From an optimization exercise on the open Yosys and OpenROAD flow, aimed at small area, a short achievable clock period and few clock cycles; shortcuts taken in it are not production practice.
Function was checked by simulation only, so behaviour that the tests miss may differ from the original.
Power and IR drop assume default switching activity.

== the previous run ==
// ordered_timer_expiry_manager_top
module ordered_timer_expiry_manager_top
#(
    parameter int NUM_SLOTS = 16
) (
    input  logic              i_clk,
    input  logic              i_rst_n,
    input  logic              i_s_tvalid,
    output logic              o_s_tready,
    input  logic [IN_DW-1:0]  i_s_tdata,    
    input  logic [1:0]        i_s_tuser,    
    output logic              o_m_tvalid,
    input  logic              i_m_tready,
    output logic [OUT_DW-1:0] o_m_tdata,    
    output logic              o_m_tlast     
);
    localparam int N  = NUM_SLOTS;
    localparam int IW = $clog2(NUM_SLOTS);
    localparam int KW = DELAY_W;                
    localparam int LW = 6;                      
    logic                r_in_vld;
    logic [1:0]          r_in_cmd;
    logic [IW-1:0]       r_in_slot;
    logic                r_in_range;
    logic [DELAY_W-1:0]  r_in_d;
    logic                r_in_per;
    logic [EXP_W-1:0]    r_t1;          
    logic [KW-1:0]       r_t2;          
    logic                r_open;        
    logic                r_closed;      
    logic                r_rdy;         
    logic                r_bub;         
    logic [EVCNT_W-1:0]  r_cnt;         
    logic [N-1:0]              r_arm;
    logic [N-1:0]              r_a;     
    logic [N-1:0]              r_u;     
  ...
For scale: about 5600 cells after synthesis, ~1400 flip-flops, roughly 120 I/O pins.
==> flow/config.mk <==
export PLATFORM = sky130hd
export DESIGN_NAME = ordered_timer_expiry_manager_top
export DESIGN_NICKNAME = ordered_timer_expiry_manager_top
export VERILOG_FILES = /design/flow/design.v
export SDC_FILE = /design/flow/constraint.sdc
export NUM_CORES = 4
export LEC_CHECK = 0
export ABC_AREA = 1
export CAP_MARGIN = 20
export CORE_MARGIN = 2
export CORE_UTILIZATION = 55
export CTS_CLUSTER_DIAMETER = 70
export CTS_CLUSTER_SIZE = 30
export SLEW_MARGIN = 20
==> flow/constraint.sdc <==
create_clock -name core_clock -period 10.0 [get_ports {i_clk}]
set_input_delay 2.0000 -clock core_clock [delete_from_list [all_inputs] [get_ports {i_clk}]]
set_output_delay 2.0000 -clock core_clock [all_outputs]
set_load 0.01 [all_outputs]
standard.sh (not shown) runs the stock make flow with config.mk's settings and CLKGATE_MAP_FILE= SYNTH_SCRIPT=/design/flow/synth_recipe.tcl, a recipe that flattens the netlist after the stock synthesis.
==> flow/flow/run.sh <==
#!/bin/bash
set -euo pipefail
bash standard.sh SETUP_SLACK_MARGIN=6.5 finish > standard_flow.log 2>&1
Testbench counts of the previous run, summed over its fixed seeds: cycles 5,875.
What the current run does differently from the previous run at the input level:
==> flow/flow/run.sh <==
#!/bin/bash
set -euo pipefail
bash standard.sh SETUP_SLACK_MARGIN=6.5 "BUFFER_PORTS_ARGS=-buffer_cell sky130_fd_sc_hd__buf_4" finish > standard_flow.log 2>&1
--- outcome ---
Maximum level of the CTS H-tree essentially unchanged between the current run and the previous run. Global-route usage over all layers essentially unchanged between the previous run and the current run. Every run in the comparison, the current run and the previous run, completed the flow with a clean layout. Taking the previous run as the reference point, the critical path depth of the current run rises by 3. Diff the previous run -> the current run | detailed-routed wire length on met3 | increase of about 4.3%. Going from the previous run to the current run, clock group share of total power grew by 0.6 points; final critical delay including setup and external delays increased by 0.016 ns relative to the old numbers; final area saw little to no change; signal arrival time at the worst endpoint increased 0.03 ns. On non-clock buffer count: the current run sits below the previous run. As far as wire length of the first global-routing pass is concerned, the current run and the previous run perform about the same. When the current run is set beside the previous run, its layout inverter count without the clock tree turns out to be 3 smaller.


Another version of the RTL of ordered_timer_expiry_manager_top (not shown whole).
For scale: ~5500 cells after synthesis, about 120 I/O pins, roughly 0.063 sq mm of cells after synthesis.
Design ordered_timer_expiry_manager_top, start of the top module:
module ordered_timer_expiry_manager_top
#(
    parameter int NUM_SLOTS = 16
) (
    input  logic              i_clk,
    input  logic              i_rst_n,
    input  logic              i_s_tvalid,
    output logic              o_s_tready,
    input  logic [IN_DW-1:0]  i_s_tdata,    
    input  logic [1:0]        i_s_tuser,    
    output logic              o_m_tvalid,
    input  logic              i_m_tready,
    output logic [OUT_DW-1:0] o_m_tdata,    
    output logic              o_m_tlast     
);
    localparam int N  = NUM_SLOTS;
    localparam int IW = $clog2(NUM_SLOTS);
    localparam int KW = DELAY_W + 1;            
    localparam int LW = 6;                      
    logic                r_in_vld;
    logic [1:0]          r_in_cmd;
    logic [IW-1:0]       r_in_slot;
    logic                r_in_range;
    logic [DELAY_W-1:0]  r_in_d;
    logic                r_in_per;
    logic [EXP_W-1:0]    r_t1;          
    logic [KW-1:0]       r_t2;          
    logic                r_open;        
    logic                r_closed;      
    logic                r_rdy;         
    logic                r_bub;         
    logic [EVCNT_W-1:0]  r_cnt;         
    logic [N-1:0]              r_arm;
    logic [N-1:0]              r_a;     
    logic [N-1:0]              r_u;     
    logic [N-1:0]              r_b1;
    logic [N-1:0]              r_b2;
    logic [N-1:0][KW-1:0]      r_k;
    logic [N-1:0][DELAY_W-1:0] r_p;
    logic [N-1:0]        r_w_hit;       
    logic                r_w_bp;        
    logic                r_w_x1, r_w_x2, r_w_x3;   
    logic                r_w_cf;        
    logic [KW-1:0]       r_w_add;       
    logic                r_w_cin;
    logic                r_out_vld;
    logic [SLOT_W-1:0]   r_out_slot;
    logic [EXP_W-1:0]    r_out_exp;
    logic                r_out_last;
  ...
clock: 10.0 ns
lec_check: 0
abc_area: 1
cap_margin: 20
core_margin: 2
core_utilization: 55
cts_cluster_diameter: 70
cts_cluster_size: 30
slew_margin: 20
==> flow/flow/run.sh <==
#!/bin/bash
set -euo pipefail
bash standard.sh SETUP_SLACK_MARGIN=6.5 finish > standard_flow.log 2>&1
The baseline finished clean.
Testbench counts at the start, summed over its fixed seeds: cycles 5,875.
Then changed:
==> flow/flow/run.sh (replaced) <==
#!/bin/bash
set -euo pipefail
bash standard.sh SETUP_SLACK_MARGIN=6.5 "BUFFER_PORTS_ARGS=-buffer_cell sky130_fd_sc_hd__buf_4" finish > standard_flow.log 2>&1
Effect:
- worst setup slack is worse by 0.12 ns
- worst hold slack hardly moves
- via count increases by 1.0%
Then changed:
==> flow/flow/run.sh (replaced) <==
#!/bin/bash
set -euo pipefail
bash standard.sh SETUP_SLACK_MARGIN=6.5 finish > standard_flow.log 2>&1
- CORE_UTILIZATION: 55 -> 40
- cell area goes up by about 0.56%
- setup slack gets better by 0.026 ns
- power goes down by about 2%
- via count goes up by 0.64%
- wire length goes up by about 2%
- flip-flop and latch count is unchanged
Then changed:
- CTS_CLUSTER_DIAMETER: 70 -> 60
- CTS_CLUSTER_SIZE: 30 -> 25
Fmax fell slightly; cell count went up slightly; die area does not change.

[port drivers added, routing unchanged]
The results above use ideal ports. As a check the final layouts listed here were re-extracted and re-timed, cells and wires unchanged.
Step 1 (the two cells are an assumption about what drives the block):
set clk [get_ports {i_clk}]
set_driving_cell -lib_cell sky130_fd_sc_hd__clkbuf_16 $clk
set_driving_cell -lib_cell sky130_fd_sc_hd__buf_2 [delete_from_list [all_inputs] $clk]
Step 2, shift: input delay + t, output delay - t, t = (earliest + latest rising clock arrival at the registers) / 2. This alone moves slack from input paths to output paths.
a / b / c = ideal / step 1 / step 2; a / b = the first two.
| run | t (ns) | setup WS [ns] | latest minus earliest clock arrival (ns) | worst register clock-pin slew, ns |
|---|---|---|---|---|
| the previous run | 0.778 | 6.378 / 6.378 / 5.873 | 0.044 / 0.044 | 0.11 / 0.11 |
| the current run | 0.784 | 6.362 / 6.362 / 5.882 | 0.039 / 0.039 | 0.11 / 0.11 |
| the first run of note 2 | 0.792 | 6.554 / 6.470 / 5.855 | 0.044 / 0.043 | 0.11 / 0.11 |
| the second run of note 2 | 0.786 | 6.435 / 6.435 / 5.846 | 0.036 / 0.036 | 0.11 / 0.11 |
| the third run of note 2 | 0.806 | 6.461 / 6.382 / 5.812 | 0.045 / 0.046 | 0.11 / 0.11 |
| the fourth run of note 2 | 0.841 | 6.409 / 6.373 / 5.801 | 0.038 / 0.038 | 0.10 / 0.10 |
After both steps setup and hold are still met in every run listed. For the first run of note 2, which loses most, drivers alone change the setup slack by -0.084 ns; drivers and shift together by -0.699 ns.
